Context: an optimization exercise on an open-source flow, tuned for a short achievable clock period and few clock cycles. The choices shown serve that exercise and are no tape-out recipe. Only simulation tests tie the RTL to the original design; equivalence was not proved. Power and IR drop assume default switching activity.

==> flow/flow/run.sh <==
#!/bin/bash
# Layout flow: the standard ORFS flow (standard.sh), run whole, with two changes:
#  - buffer_ports uses sky130_fd_sc_hd__buf_4 for the port buffers instead of its default
#    pick (a slow delay-buffer cell); every port still gets its buffer.
#  - the half- and full-adder cells (ha, fa) are added to the platform's don't-use list, so
#    synthesis leaves adders and 2-input XOR/AND pairs to abc as plain gates instead of
#    extracting them into those slow, fixed cells. Registers, their names and cell types are
#    those of the standard synthesis (same script, same flip-flop mapping).
#  - the delay cells (dlygate*, dlymetal*, clkdlybuf*) and the weakest _0 gates are also
#    don't-use, so that repair_design, with the tighter slew and cap margins of config.mk,
#    fixes slow nets with real buffers and stronger gates instead of delay cells.
# The full output of the run goes to flow_standard.log in the work folder.
set -euo pipefail
DONT_USE="sky130_fd_sc_hd__probe_p_8 sky130_fd_sc_hd__probec_p_8 sky130_fd_sc_hd__lpflow_bleeder_1 sky130_fd_sc_hd__lpflow_clkbufkapwr_1 sky130_fd_sc_hd__lpflow_clkbufkapwr_16 sky130_fd_sc_hd__lpflow_clkbufkapwr_2 sky130_fd_sc_hd__lpflow_clkbufkapwr_4 sky130_fd_sc_hd__lpflow_clkbufkapwr_8 sky130_fd_sc_hd__lpflow_clkinvkapwr_1 sky130_fd_sc_hd__lpflow_clkinvkapwr_16 sky130_fd_sc_hd__lpflow_clkinvkapwr_2 sky130_fd_sc_hd__lpflow_clkinvkapwr_4 sky130_fd_sc_hd__lpflow_clkinvkapwr_8 sky130_fd_sc_hd__lpflow_decapkapwr_12 sky130_fd_sc_hd__lpflow_decapkapwr_3 sky130_fd_sc_hd__lpflow_decapkapwr_4 sky130_fd_sc_hd__lpflow_decapkapwr_6 sky130_fd_sc_hd__lpflow_decapkapwr_8 sky130_fd_sc_hd__lpflow_inputiso0n_1 sky130_fd_sc_hd__lpflow_inputiso0p_1 sky130_fd_sc_hd__lpflow_inputiso1n_1 sky130_fd_sc_hd__lpflow_inputiso1p_1 sky130_fd_sc_hd__lpflow_inputisolatch_1 sky130_fd_sc_hd__lpflow_isobufsrc_1 sky130_fd_sc_hd__lpflow_isobufsrc_16 sky130_fd_sc_hd__lpflow_isobufsrc_2 sky130_fd_sc_hd__lpflow_isobufsrc_4 sky130_fd_sc_hd__lpflow_isobufsrc_8 sky130_fd_sc_hd__lpflow_isobufsrckapwr_16 sky130_fd_sc_hd__lpflow_lsbuf_lh_hl_isowell_tap_1 sky130_fd_sc_hd__lpflow_lsbuf_lh_hl_isowell_tap_2 sky130_fd_sc_hd__lpflow_lsbuf_lh_hl_isowell_tap_4 sky130_fd_sc_hd__lpflow_lsbuf_lh_isowell_4 sky130_fd_sc_hd__lpflow_lsbuf_lh_isowell_tap_1 sky130_fd_sc_hd__lpflow_lsbuf_lh_isowell_tap_2 sky130_fd_sc_hd__lpflow_lsbuf_lh_isowell_tap_4 sky130_fd_sc_hd__ha_1 sky130_fd_sc_hd__ha_2 sky130_fd_sc_hd__ha_4 sky130_fd_sc_hd__fa_1 sky130_fd_sc_hd__fa_2 sky130_fd_sc_hd__fa_4 sky130_fd_sc_hd__clkdlybuf4s15_1 sky130_fd_sc_hd__clkdlybuf4s15_2 sky130_fd_sc_hd__clkdlybuf4s18_1 sky130_fd_sc_hd__clkdlybuf4s18_2 sky130_fd_sc_hd__clkdlybuf4s25_1 sky130_fd_sc_hd__clkdlybuf4s25_2 sky130_fd_sc_hd__clkdlybuf4s50_1 sky130_fd_sc_hd__clkdlybuf4s50_2 sky130_fd_sc_hd__dlygate4sd1_1 sky130_fd_sc_hd__dlygate4sd2_1 sky130_fd_sc_hd__dlygate4sd3_1 sky130_fd_sc_hd__dlymetal6s2s_1 sky130_fd_sc_hd__dlymetal6s4s_1 sky130_fd_sc_hd__dlymetal6s6s_1  sky130_fd_sc_hd__a2111oi_0 sky130_fd_sc_hd__a21boi_0 sky130_fd_sc_hd__and2_0 sky130_fd_sc_hd__einvn_0 sky130_fd_sc_hd__o21ai_0 sky130_fd_sc_hd__o311ai_0 sky130_fd_sc_hd__or2_0"
bash standard.sh \
    BUFFER_PORTS_ARGS="-buffer_cell sky130_fd_sc_hd__buf_4" \
    DONT_USE_CELLS="$DONT_USE" \
    finish > flow_standard.log 2>&1
==> flow/standard.sh <==
#!/bin/bash
# synth_recipe.tcl (not shown) runs the flow's synth.tcl, then flattens the netlist and writes it again
# the make line also repeats each setting of config.mk as NAME=value (left out here)
make -C /OpenROAD-flow-scripts/flow DESIGN_CONFIG=/design/flow/config.mk WORK_HOME=/design/flow/orfs CLKGATE_MAP_FILE= SYNTH_SCRIPT=/design/flow/synth_recipe.tcl "${@:-finish}"
==> flow/config.mk <==
export PLATFORM = sky130hd
export DESIGN_NAME = cpuCore
export DESIGN_NICKNAME = cpuCore
export VERILOG_FILES = /design/flow/design.v
export SDC_FILE = /design/flow/constraint.sdc
export NUM_CORES = 4
export LEC_CHECK = 0
export CAP_MARGIN = 40
export CORE_MARGIN = 2
export CORE_UTILIZATION = 30
export PLACE_DENSITY = 0.45
export SLEW_MARGIN = 60
==> flow/constraint.sdc <==
create_clock -name core_clock -period 14.0 [get_ports {clock}]
set_input_delay 2.8000 -clock core_clock [delete_from_list [all_inputs] [get_ports {clock}]]
set_output_delay 2.8000 -clock core_clock [all_outputs]
set_load 0.01 [all_outputs]
==> flow/design.v <==
package cpuPkg;
    localparam int DATA_W      = 32;
    localparam int REG_ADDR_W  = 5;
    localparam int NUM_REGS    = 2 ** REG_ADDR_W;
    localparam int PC_W        = 12;           
    localparam int OPCODE_W    = 5;
    localparam int SHAMT_W     = 5;
    localparam int IMM_W       = 17;           
    localparam int QUEUE_DEPTH = 4;
    localparam int QPTR_W      = $clog2(QUEUE_DEPTH);
    localparam logic [REG_ADDR_W-1:0] STATUS_REG = 5'd30;
    localparam logic [DATA_W-1:0] EXC_ADD  = 32'd1;
    localparam logic [DATA_W-1:0] EXC_ADDI = 32'd2;
    localparam logic [DATA_W-1:0] EXC_SUB  = 32'd3;
    typedef enum logic [OPCODE_W-1:0] {
        ALU_R = 5'd0,
        J     = 5'd1,
        BNE   = 5'd2,
        ADDI  = 5'd5,
        BLT   = 5'd6,
        SW    = 5'd7,
        LW    = 5'd8
    } opcode_e;
    typedef enum logic [4:0] {
        ADD = 5'd0,
        SUB = 5'd1,
        AND = 5'd2,
        OR  = 5'd3,
        SLL = 5'd4,
        SRA = 5'd5
    } aluOp_e;
    typedef enum logic {
        EXEC,
        LOAD_WAIT           
    } execState_e;
    typedef struct packed {
        logic [PC_W-1:0]   pc;
        logic [DATA_W-1:0] instr;
    } fetchEntry_t;
    typedef struct packed {
        logic                  en;
        logic [REG_ADDR_W-1:0] addr;
        logic [DATA_W-1:0]     data;
    } regWrite_t;
    typedef struct packed {
        logic              we;
        logic [DATA_W-1:0] addr;
        logic [DATA_W-1:0] data;
    } storeReq_t;
    typedef struct packed {
        logic neq;
        logic lt;         
        logic overflow;   
    } aluFlags_t;
endpackage
module regFile (
    input  logic                          clock,
    input  logic                          rstQ,
    input  logic [cpuPkg::NUM_REGS-1:0]   selA,
    input  logic [cpuPkg::NUM_REGS-1:0]   selB,
    input  logic [cpuPkg::NUM_REGS-1:0]   wrSel,
    input  logic [cpuPkg::DATA_W-1:0]     wrData,
    output logic [cpuPkg::DATA_W-1:0]     rdDataA,
    output logic [cpuPkg::DATA_W-1:0]     rdDataB
);
    logic [cpuPkg::DATA_W-1:0] regs [cpuPkg::NUM_REGS];
    always_ff @(posedge clock) begin
        for (int i = 0; i < cpuPkg::NUM_REGS; i++) begin
            if (rstQ || (i == 0)) begin
                regs[i] <= '0;
            end else if (wrSel[i]) begin
                regs[i] <= wrData;
            end
        end
    end
    always_comb begin
        rdDataA = '0;
        rdDataB = '0;
        for (int i = 1; i < cpuPkg::NUM_REGS; i++) begin
            rdDataA = rdDataA | (selA[i] ? regs[i] : '0);
            rdDataB = rdDataB | (selB[i] ? regs[i] : '0);
        end
    end
endmodule
module ksAdder #(
    parameter int W = 32
) (
    input  logic [W-1:0] a,
    input  logic [W-1:0] b,
    input  logic         cin,
    output logic [W-1:0] sum,
    output logic         cout
);
    localparam int N = W + 1;            
    localparam int L = $clog2(N);
    logic [(L+1)*N-1:0] g;
    logic [(L+1)*N-1:0] p;
    assign g[N-1:0] = {a & b, cin};
    assign p[N-1:0] = {a ^ b, 1'b0};
    for (genvar l = 0; l < L; l++) begin : lvl
        localparam int D = 1 << l;
        for (genvar k = 0; k < N; k++) begin : bitk
            if (k >= D) begin : comb
                assign g[(l+1)*N+k] = g[l*N+k] | (p[l*N+k] & g[l*N+k-D]);
                assign p[(l+1)*N+k] = p[l*N+k] & p[l*N+k-D];
            end else begin : pass
                assign g[(l+1)*N+k] = g[l*N+k];
                assign p[(l+1)*N+k] = p[l*N+k];
            end
        end
    end
    assign sum  = p[N-1:1] ^ g[L*N +: W];
    assign cout = g[L*N+N-1];
endmodule
module cpuCore (
    input  logic                       clock,
    input  logic                       rst,
    input  logic [cpuPkg::DATA_W-1:0]  imemData,
    input  logic [cpuPkg::DATA_W-1:0]  dmemRdData,
    output logic [cpuPkg::PC_W-1:0]    imemAddr,
    output cpuPkg::storeReq_t          dmemReq,
    output cpuPkg::regWrite_t          regWrite
);
    localparam int DW = cpuPkg::DATA_W;
    localparam int PW = cpuPkg::PC_W;
    localparam int AW = cpuPkg::REG_ADDR_W;
    localparam int NR = cpuPkg::NUM_REGS;
    function automatic logic [NR-1:0] oneHot(input logic [AW-1:0] r);
        oneHot = '0;
        oneHot[r] = 1'b1;
    endfunction
    logic [PW-1:0] pc;
    logic [PW-1:0] pcNext;
    logic [PW-1:0] pcOutN;
    assign imemAddr = ~pcOutN;
    localparam int BTB_N  = 4;
    localparam int BTB_IW = $clog2(BTB_N);
    logic              btbValid [BTB_N];
    logic [PW-1:0]     btbTag   [BTB_N];
    logic [PW-1:0]     btbTgt   [BTB_N];
    logic [BTB_N-1:0]  btbMatch;
    logic              btbHit;
    logic [PW-1:0]     btbOut;
    logic [PW-1:0]     seqNext;
    always_comb begin
        btbOut = '0;
        for (int i = 0; i < BTB_N; i++) begin
            btbMatch[i] = btbValid[i] && (btbTag[i] == pc);
            btbOut      = btbOut | (btbMatch[i] ? btbTgt[i] : '0);
        end
    end
    assign btbHit  = |btbMatch;
    assign seqNext = btbHit ? btbOut : pc + 1'b1;
    logic          eRedirQ, dRedirQ;
    logic          fValidR, sValidR, dValidR, eValidR;
    logic          fValid;      
    assign fValid = fValidR && !eRedirQ && !dRedirQ;
    logic [PW-1:0] fPc;
    logic [PW-1:0] fPcPlus1;
    logic          fBtbHit;     
    logic [4:0]    fOp;
    logic [PW-1:0] fOff;
    logic          fIsJ, fIsBr, fPredTaken, fRedirect;
    logic          fUseA, fUseB, fUseC;
    logic [AW-1:0] fSrcA, fSrcB;
    logic [NR-1:0] fSelA, fSelB;
    logic          fIsSw;
    assign fOp        = imemData[31:27];
    assign fOff       = imemData[PW-1:0];
    assign fIsJ       = (fOp == 5'd1);
    assign fIsBr      = (fOp == 5'd2) || (fOp == 5'd6);
    assign fPredTaken = fIsBr && (fOff != '0) && (fOff[PW-1] || (fOp == 5'd2));
    assign fRedirect  = fValid && fIsJ && !fBtbHit;
    assign fIsSw      = (fOp == 5'd7);
    assign fSrcA      = fIsBr ? imemData[26:22] : imemData[21:17];
    assign fSrcB      = fIsBr ? imemData[21:17] : fIsSw ? imemData[26:22] : imemData[16:12];
    assign fSelA      = fIsBr ? oneHot(imemData[26:22]) : oneHot(imemData[21:17]);
    assign fSelB      = fIsBr ? oneHot(imemData[21:17]) :
                        fIsSw ? oneHot(imemData[26:22]) : oneHot(imemData[16:12]);
    assign fUseA      = (fOp == 5'd0) || (fOp == 5'd5) || (fOp == 5'd8) || (fOp == 5'd7) ||
                        (fOp == 5'd2) || (fOp == 5'd6);
    assign fUseB      = (fOp == 5'd0) && (imemData[6:4] == 3'b000);
    assign fUseC      = (fOp == 5'd7) || (fOp == 5'd2) || (fOp == 5'd6);
    logic          sValid;
    assign sValid = sValidR && !eRedirQ && !dRedirQ;
    logic [DW-1:0] sIns;
    logic [PW-1:0] sPcPlus1;
    logic          sPredTaken, sBtbHit;
    logic          sUseA, sUseB, sUseC;
    logic [AW-1:0] sSrcA, sSrcB;
    logic [NR-1:0] sSelA, sSelB;
    logic          dValid;
    assign dValid = dValidR && !eRedirQ && !dRedirQ;
    logic [DW-1:0] dIns;
    logic [PW-1:0] dPcPlus1;
    logic [PW-1:0] dBrTarget;
    logic          dPredTaken;
    logic          dBtbHit;
    logic [AW-1:0] dSrcA, dSrcB;
    logic [NR-1:0] dSelA, dSelB;                         
    logic [4:0]    dOp;
    logic [AW-1:0] dRd;
    logic [4:0]    dFunct;
    logic          dIsAlu, dIsAddi, dIsLw, dIsSw, dIsBne, dIsBlt, dIsBr, dIsShift;
    logic          dUseA, dUseB, dUseImm;
    logic          dWen;
    logic          dStall;
    assign dOp      = dIns[31:27];
    assign dRd      = dIns[26:22];
    assign dFunct   = dIns[6:2];
    assign dIsAlu   = (dOp == 5'd0);
    assign dIsBne   = (dOp == 5'd2);
    assign dIsAddi  = (dOp == 5'd5);
    assign dIsBlt   = (dOp == 5'd6);
    assign dIsSw    = (dOp == 5'd7);
    assign dIsLw    = (dOp == 5'd8);
    assign dIsBr    = dIsBne || dIsBlt;
    assign dIsShift = dIsAlu && ((dFunct == 5'd4) || (dFunct == 5'd5));
    assign dUseA    = dIsAlu || dIsAddi || dIsLw || dIsSw || dIsBr;
    assign dUseB    = (dIsAlu && (dFunct[4:2] == 3'b000)) || dIsBr || dIsSw;    
    assign dUseImm  = dIsAddi || dIsLw;
    assign dWen     = dIsAlu || dIsAddi || dIsLw;
    logic dBrCarry;
    ksAdder #(.W(PW)) dTargetAdd_i (
        .a(dPcPlus1), .b(dIns[PW-1:0]), .cin(1'b0), .sum(dBrTarget), .cout(dBrCarry)
    );
    logic          eValid;
    assign eValid = eValidR && !eRedirQ;
    logic [PW-1:0] eRedirTarget;                         
    logic [AW-1:0] eRd;
    logic          eWen, eIsLw, eIsSw, eIsBne, eIsBlt, eIsAddi, ePredTaken, eBrChk;
    logic          eAdd, eSub, eAnd, eOr, eSll, eSra;    
    logic          eSum;                                 
    logic [4:0]    eShamt;
    logic [DW-1:0] eA, eB, eSh, eImm;
    logic          mValid, mWen, mIsLw, mOvf;
    logic [AW-1:0] mDest;
    logic [DW-1:0] mVal;                                 
    logic [DW-1:0] mCode;                                
    logic          wValid, wWen, wIsLw, wZero;
    logic [AW-1:0] wDest;
    logic [NR-1:0] wSel;                                 
    logic [DW-1:0] wVal;
    logic          rwEn;
    logic [AW-1:0] rwAddr;
    logic [DW-1:0] rwData;
    logic          dmWe;
    logic [DW-1:0] dmAddr;
    logic [DW-1:0] dmData;
    logic [DW-1:0] rfA, rfB;
    logic [DW-1:0] wrData;
    logic          rstQ;
    assign wrData = wZero ? '0 : (wIsLw ? dmemRdData : wVal);
    always_ff @(posedge clock) begin
        rstQ <= rst;
    end
    regFile regFile_i (
        .clock(clock), .rstQ(rstQ),
        .selA(dSelA), .selB(dSelB),
        .wrSel(wSel), .wrData(wrData),
        .rdDataA(rfA), .rdDataB(rfB)
    );
    logic [DW-1:0] sum, diff, shl, sra, result, addr;
    logic          ovfAdd, ovfSub, ovf;
    logic          neq, lt, taken, mispredict, eRedirect;
    logic sumCarry, diffCarry;
    ksAdder #(.W(DW)) sumAdd_i (
        .a(eA), .b(eB), .cin(1'b0), .sum(sum), .cout(sumCarry)
    );
    logic addrCarry;
    ksAdder #(.W(DW)) addrAdd_i (
        .a(eA), .b(eImm), .cin(1'b0), .sum(addr), .cout(addrCarry)
    );
    ksAdder #(.W(DW)) diffAdd_i (
        .a(eA), .b(~eB), .cin(1'b1), .sum(diff), .cout(diffCarry)
    );
    assign shl  = eSh << eShamt;
    assign sra  = $signed(eSh) >>> eShamt;
    always_comb begin
        result = '0;
        if (eAdd || eSum) result = sum;
        if (eSub)         result = diff;
        if (eAnd)         result = eA & eB;
        if (eOr)          result = eA | eB;
        if (eSll)         result = shl;
        if (eSra)         result = sra;
    end
    assign ovfAdd = (eA[DW-1] == eB[DW-1]) && (sum[DW-1] != eA[DW-1]);
    assign ovfSub = (eA[DW-1] != eB[DW-1]) && (diff[DW-1] != eA[DW-1]);
    assign ovf    = ((eAdd || eIsAddi) && ovfAdd) || (eSub && ovfSub);
    assign neq        = (eA != eB);
    assign lt         = (eA[DW-1] != eB[DW-1]) ? eA[DW-1] : diff[DW-1];
    assign taken      = (eIsBne && neq) || (eIsBlt && lt);
    assign mispredict = eValid && eBrChk && (taken != ePredTaken);
    assign eRedirect  = mispredict || (eValid && ovf);
    function automatic logic hit1(input logic [AW-1:0] src);
        hit1 = (src != '0) && eValid && eWen && (eRd == src);
    endfunction
    function automatic logic [DW-1:0] fwdOld(input logic [AW-1:0] src, input logic [DW-1:0] rf);
        if (src == '0)                              fwdOld = '0;
        else if (mValid && mWen && (mDest == src))  fwdOld = mVal;
        else if (wValid && wWen && (wDest == src))  fwdOld = wrData;
        else                                        fwdOld = rf;
    endfunction
    logic [DW-1:0] oldA, oldB;
    logic          h1A, h1B;
    assign oldA = fwdOld(dSrcA, rfA);
    assign oldB = fwdOld(dSrcB, rfB);
    assign h1A  = hit1(dSrcA);
    assign h1B  = hit1(dSrcB);
    logic          dZeroSrcA, dZeroSrcB, dR0Br, xFromE, xZero, xNeg, takenD;
    logic          dEarly, dEarlyMis;
    logic [PW-1:0] dEarlyTarget;
    assign dZeroSrcA = (dSrcA == '0);
    assign dZeroSrcB = (dSrcB == '0);
    assign dR0Br     = dIsBr && (dIns[PW-1:0] != '0) && (dZeroSrcA != dZeroSrcB);
    assign xFromE    = dZeroSrcA ? h1B : h1A;
    assign xZero     = ((eA ^ eB) == {eA[DW-2:0] | eB[DW-2:0], 1'b0});
    assign xNeg      = sum[DW-1];
    assign takenD    = dIsBne ? !xZero :
                       dZeroSrcA ? (!xNeg && !xZero) : xNeg;
    assign dEarly    = dValid && dAdv && dR0Br && xFromE && (eAdd || eIsAddi);
    assign dEarlyMis = dEarly && (takenD != dBtbHit);
    assign dEarlyTarget = takenD ? dBrTarget : dPcPlus1;
    logic          dStallQ, stallNext, hazNew, hazHold;
    logic          nUseA, nUseB, nUseC;
    logic [AW-1:0] nRs, nRt, nRd;
    function automatic logic ldMatch(input logic [AW-1:0] src, input logic [AW-1:0] dst);
        ldMatch = (src != '0) && (src == dst);
    endfunction
    assign nUseA = sValid ? sUseA : fUseA;
    assign nUseB = sValid ? sUseB : fUseB;
    assign nUseC = sValid ? sUseC : fUseC;
    assign nRs   = sValid ? sIns[21:17] : imemData[21:17];
    assign nRt   = sValid ? sIns[16:12] : imemData[16:12];
    assign nRd   = sValid ? sIns[26:22] : imemData[26:22];
    assign hazNew  = (dValid && dIsLw &&
                      ((nUseA && ldMatch(nRs, dRd)) || (nUseB && ldMatch(nRt, dRd)) ||
                       (nUseC && ldMatch(nRd, dRd)))) ||
                     (eValid && eIsLw &&
                      ((nUseA && ldMatch(nRs, eRd)) || (nUseB && ldMatch(nRt, eRd)) ||
                       (nUseC && ldMatch(nRd, eRd))));
    assign hazHold = eValid && eIsLw &&
                     ((dUseA && ldMatch(dSrcA, eRd)) || (dUseB && ldMatch(dSrcB, eRd)));
    assign stallNext = dStall ? hazHold : hazNew;
    assign dStall    = dValid && dStallQ;
    logic          dAdv, dropF, dRedirect;
    logic [PW-1:0] pcEarly;
    assign dAdv      = !dStall;
    assign dropF     = !dAdv && sValid && fValid;
    assign pcEarly   = dropF ? fPc : seqNext;
    assign dRedirect = dValid && dAdv && dPredTaken && !dBtbHit && !dEarly;
    always_comb begin
        if (eRedirect) begin
            pcNext = eRedirTarget;
        end else if (dEarlyMis) begin
            pcNext = dEarlyTarget;
        end else if (dRedirect) begin
            pcNext = dBrTarget;
        end else begin
            pcNext = (fRedirect && !dropF) ? fOff : pcEarly;
        end
    end
    always_ff @(posedge clock) begin
        if (rst) begin
            pc      <= '0;
            pcOutN  <= '1;
            eRedirQ <= 1'b0;
            dRedirQ <= 1'b0;
            fValidR <= 1'b0;
            sValidR <= 1'b0;
            dValidR <= 1'b0;
            eValidR <= 1'b0;
        end else begin
            eRedirQ <= eRedirect;
            dRedirQ <= dEarlyMis && !eRedirect;
            pc      <= pcNext;
            pcOutN  <= ~pcNext;
            if (dRedirect) begin
                fValidR <= 1'b0;
                sValidR <= 1'b0;
                dValidR <= 1'b0;
                eValidR <= 1'b1;
            end else begin
                fValidR <= !dropF && !fRedirect;
                if (dAdv) begin
                    dValidR <= sValid || fValid;
                    sValidR <= sValid && fValid;
                end else if (!sValid) begin
                    sValidR <= fValid;
                end
                eValidR <= dValid && dAdv;
            end
        end
    end
    always_ff @(posedge clock) begin
        if (rst) begin
            dStallQ <= 1'b0;
        end else begin
            dStallQ <= stallNext;
        end
    end
    always_ff @(posedge clock) begin
        fPc      <= pc;
        fPcPlus1 <= pc + 1'b1;
        fBtbHit  <= btbHit;
        if (dAdv) begin
            dIns       <= sValid ? sIns       : imemData;
            dPcPlus1   <= sValid ? sPcPlus1   : fPcPlus1;
            dPredTaken <= sValid ? sPredTaken : fPredTaken;
            dBtbHit    <= sValid ? sBtbHit    : fBtbHit;
            dSrcA      <= sValid ? sSrcA      : fSrcA;
            dSrcB      <= sValid ? sSrcB      : fSrcB;
            dSelA      <= sValid ? sSelA      : fSelA;
            dSelB      <= sValid ? sSelB      : fSelB;
        end
        if (dAdv || !sValid) begin
            sIns       <= imemData;
            sPcPlus1   <= fPcPlus1;
            sPredTaken <= fPredTaken;
            sBtbHit    <= fBtbHit;
            sUseA      <= fUseA;
            sUseB      <= fUseB;
            sUseC      <= fUseC;
            sSrcA      <= fSrcA;
            sSrcB      <= fSrcB;
            sSelA      <= fSelA;
            sSelB      <= fSelB;
        end
    end
    logic [PW-1:0] dPc;
    logic          bwFromD;     
    assign dPc     = dPcPlus1 - 1'b1;
    assign bwFromD = dValid && dAdv && dPredTaken && !dBtbHit;
    logic              bwEn;
    logic [BTB_IW-1:0] bwPtr;
    logic [PW-1:0]     bwTag;
    logic [PW-1:0]     bwTgt;
    always_ff @(posedge clock) begin
        if (rst) begin
            bwEn  <= 1'b0;
            bwPtr <= '0;
            for (int i = 0; i < BTB_N; i++) begin
                btbValid[i] <= 1'b0;
            end
        end else begin
            bwEn <= bwFromD || fRedirect;
            if (bwEn) begin
                btbValid[bwPtr] <= 1'b1;
                bwPtr           <= bwPtr + 1'b1;
            end
        end
    end
    always_ff @(posedge clock) begin
        bwTag <= bwFromD ? dPc : fPc;
        bwTgt <= bwFromD ? dBrTarget : fOff;
        if (bwEn) begin
            btbTag[bwPtr] <= bwTag;
            btbTgt[bwPtr] <= bwTgt;
        end
    end
    always_ff @(posedge clock) begin
        eRedirTarget <= (dIsBr && !(dBtbHit || dPredTaken)) ? dBrTarget : dPcPlus1;
        eRd          <= dRd;
        eWen         <= dWen;
        eIsLw        <= dIsLw;
        eIsSw        <= dIsSw;
        eIsBne       <= dIsBne;
        eIsBlt       <= dIsBlt;
        eIsAddi      <= dIsAddi;
        ePredTaken   <= dEarly ? takenD : (dBtbHit || dPredTaken);
        eBrChk       <= dIsBr && (dIns[PW-1:0] != '0);
        eAdd         <= dIsAlu && (dFunct == 5'd0);
        eSub         <= dIsAlu && (dFunct == 5'd1);
        eAnd         <= dIsAlu && (dFunct == 5'd2);
        eOr          <= dIsAlu && (dFunct == 5'd3);
        eSll         <= dIsAlu && (dFunct == 5'd4);
        eSra         <= dIsAlu && (dFunct == 5'd5);
        eSum         <= dIsAddi;
        eShamt       <= dIns[11:7];
        eA           <= h1A ? result : oldA;
        eImm         <= {{(DW - cpuPkg::IMM_W){dIns[cpuPkg::IMM_W-1]}}, dIns[cpuPkg::IMM_W-1:0]};
        eB           <= dUseImm ?
                        {{(DW - cpuPkg::IMM_W){dIns[cpuPkg::IMM_W-1]}}, dIns[cpuPkg::IMM_W-1:0]} :
                        (h1B ? result : oldB);
        eSh          <= !dIsShift ? '0 : (h1A ? result : oldA);
    end
    always_ff @(posedge clock) begin
        if (rst) begin
            mValid <= 1'b0;
            wValid <= 1'b0;
            rwEn   <= 1'b0;
            dmWe   <= 1'b0;
            wSel   <= '0;
        end else begin
            mValid <= eValid;
            wValid <= mValid;
            rwEn   <= wValid && wWen;
            dmWe   <= eValid && eIsSw;
            wSel   <= (mValid && mWen) ? oneHot(mDest) : '0;
        end
    end
    always_ff @(posedge clock) begin
        mWen   <= eWen;
        mIsLw  <= eIsLw;
        mOvf   <= ovf;
        mDest  <= ovf ? cpuPkg::STATUS_REG : eRd;
        mVal   <= result;
        mCode  <= eIsAddi ? cpuPkg::EXC_ADDI : eSub ? cpuPkg::EXC_SUB : cpuPkg::EXC_ADD;
        dmAddr <= addr;
        dmData <= eB;
        wWen   <= mWen;
        wIsLw  <= mIsLw;
        wZero  <= (mDest == '0);
        wDest  <= mDest;
        wVal   <= mOvf ? mCode : mVal;
        rwAddr <= wDest;
        rwData <= wrData;
    end
    assign dmemReq.we   = dmWe;
    assign dmemReq.addr = dmAddr;
    assign dmemReq.data = dmData;
    assign regWrite.en   = rwEn;
    assign regWrite.addr = rwAddr;
    assign regWrite.data = rwData;
endmodule
==> qor.txt <==
Slew Limit Fails: 0
# Post-CTS Setup Buffers: 0
gr usage total: 29.5%
row cnt: 195
CP max FO: 10
Placed Cells: 12.6k
Seq/Total Area, Yosys: 45.6%
Worst-path clk slew: 0.06 ns
fin cells: 13.0k
Core Box Area: 282000 µm²
syn avg cell area: 9.41 µm²
Largest Register: regFile_i.regs
share of layout cells above drive strength 1: 14.5%
Placer Congestion: 0.962
min-delay src: mIsLw$_DFF_P_
DRC: 0
FF+latch area: 39000 µm²
vias in the first global route: 73.6k
fill count: 28.3k
die area: 288000 µm²
CP startpoint kind: register
first-pass GRT wire length: 604000 µm
Slew Limit Headroom: 52.1%
Synth area leader: dfxtp_1
DR top layer: met5
FF-to-FF Start: eB[0]$_DFF_P_
CP max-delay cell: dfxtp_1
M1 WL: 186000 µm
CTS resizes: 0
Setup TNS Final: 0 ns
multi-input logic area: 43500 µm²
ANT nets after route: 0
mapped cell area: 85100 µm²
final instance area: 101000 µm²
layout net count: 9128
Num CTS Buffers: 208
Starting Density: 30.2%
Least-Margin Pin Slew: 0.718 ns
worst vdd rail ir drop: 0.101 mV
Hold Crit Class: register to register
# H-tree levels: 4
Post-synth ARST share: 0%
P_leak: 35.8 nW
EDFF count, synth: 334
status: timing/DRC/antenna clean
Synth top cells by count: 1547 x nor2_1, 1438 x dfxtp_1, 1165 x mux2i_1, 611 x clkbuf_1, 461 x nand2_1
routed wire length: 442000 µm
most numerous cell in the Yosys netlist: nor2_1
DR vias/cell: 6.08
Final Util: 35.8%
pwr/cell area: 117 nW/µm²
max_cap viols: 0
syn_nets: 9110
Clock Latency Late Sink: 0.91 ns
Chip Height: 537 µm
Final Hold Vio Count: 0
Worst Path Required: 14.77 ns
Cell Area, Placed: 93600 µm²
Longest Clk Path Bufs: 4
setup violators final: 0
top post-synthesis cells by area: dfxtp_1 34%, mux2i_1 14%, edfxtp_1 12%
IO Port Bufs: 180
crit path time final: 4.77 ns
top cell type's share of synthesized area: 33.8%
antenna violations before repair: 21
Post-Syn Instances: 9044
crit-path cells: nor2b_1, a221o_1, a31oi_2, or4_1, a21oi_2, buf_1, maj3_1, o21bai_1, and4_1, o41ai_1, buf_1, o21ai_1, a21oi_2, nor2_1
Largest regs: regFile_i.regs (992), btbTag (48), btbTgt (48)
critical path class: register to register
CTS tree: done
number of flip-flops under the largest register name: 992
worst setup path start: eB[0]$_DFF_P_
area grow syn2layout: 18.6%
top-level I/O count: 181
Avg WL per Cell: 34.1 µm
fmax: 210 MHz
met2 WL: 181000 µm
Clock Sink Count: 1772
Root Buffer: clkbuf_16
Synth Flop Type: dfxtp_1
CTS Hold Buffers Added: 0
power consumption: 11.8 mW
Arrival @ worst endpoint: 5.54 ns
Period Utilization, post-route: 34.1%
flops & latches, synth: 1772
Vias: 78.9k
Die X: 537 µm
TritonRoute pass-1 iters: 10
initial drt markers: 13.3k
RSZ-0062 raised after global routing: false
gr ovfl total: 0
Post-DP HPWL: 302000 µm
met3 wire len: 48600 µm
critical path endpoint category: register
CP max stage delay: 0.63 ns
largest net degree at the start of global routing: 92
clock skew: 0.109 ns
YS warnings: 3
Yosys cell types: 95
## routing by layer
layer	track usage (%)	vias to the layer above
met3	7.72	1245
li1	-	33000
met5	0	-
met4	15.2	10
met1	40.7	39300
met2	41.9	5360
## stage by stage
stage | setup WS (ns) | hold WS, ns
floorplan | 8.61 | 0.310
global placement | 8.20 | 0.314
detailed placement | 8.78 | 0.319
CTS | 9.39 | 0.329
global route | 9.03 | 0.336
finish | 9.23 | 0.326
## cell type report
type | instances | area share [%]
clock buffers | 300 | 5.94
diodes | 14 | 0.0347
repair buffers | 659 | 6.33
inverters | 100 | 0.383
flip-flops and latches | 1772 | 38.6
multi-input cells | 6321 | 43.1
clock inverters | 73 | 0.920
well taps | 3743 | 4.64
## cell usage in the layout (no fill, tap or decap), types with 70 or more instances in the layout
cell and count:
dfxtp_1 1366, buf_2 115, nand3_1 155, a22o_1 269
buf_6 70, o21ai_1 244, inv_1 87, buf_12 93
buf_4 283, nand2_1 457, xnor2_1 189, clkbuf_16 209
nand4_1 161, a221oi_1 273, xor2_1 95, edfxtp_1 334
nor2_1 1499, a222oi_1 80, nor2b_1 100, mux2i_1 1163
nor3_1 127, a21oi_1 272, a22oi_1 400
## worst max-delay path, delay by kind of cell, from the launching register on
family	cells	cell delay, ns
AO/OA/AOI/OAI	7	1.90
AND/OR/NAND/NOR	4	1.11
buffers and inverters	2	0.69
flip-flops	1	0.63
adder cells (fa/ha/maj)	1	0.30
## path summary, 6_finish.rpt
path	endpoint	slack, ns	cells past startpoint
max	eB[13]$_DFF_P_	9.23	14
min	wIsLw$_DFF_P_	0.33	0
max reg2reg	eB[13]$_DFF_P_	9.23	14
min reg2reg	wIsLw$_DFF_P_	0.33	0
## power breakdown
group	switching, mW	total, mW	internal, mW
Combinational	0.513	0.754	0.240
Clock	2.34	5.64	3.30
Sequential	0.136	5.42	5.29
## cells by family (layout without fill, tap and decap cells)
kind of cell             count (synthesis)  in the layout  share of synthesized area (%)
flip-flops                            1772           1772                           45.6
other                                    0             14                              0
XOR/XNOR                               306            306                           3.28
multiplexers                          1245           1245                           15.3
AO/OA/AOI/OAI                         1921           1921                           16.6
AND/OR/NAND/NOR                       2795           2795                           14.3
buffers and inverters                  951           1132                           4.32
adder cells (fa/ha/maj)                 54             54                          0.647
Testbench counts, summed over its fixed seeds: cycles 163,189.

-- re-timing with driven ports --
No port has a modelled driver above. Below, the same layout with a new extraction and two added sets of constraints. Step 1 assumes that a clkbuf_16 drives the clock port and a buf_2 every other input. Step 2 times the ports against the registers' clock, not the clock port: input delays grow and output delays shrink by t, the midpoint of the rising clock arrivals with the driver on. a / b / c = no drivers / after step 1 / after step 2; a / b = the first two.
t (ns): 0.958
setup slack, ns: 9.229 / 9.229 / 8.799
hold WS [ns]: 0.326 / 0.326 / 0.326
latest minus earliest clock arrival (ns): 0.117 / 0.117
slew at the worst register clock pin (ns): 0.07 / 0.07
After both steps this run still meets setup and hold. The setup slack of this run moves by 0.000 ns with the drivers and by -0.430 ns with both steps.
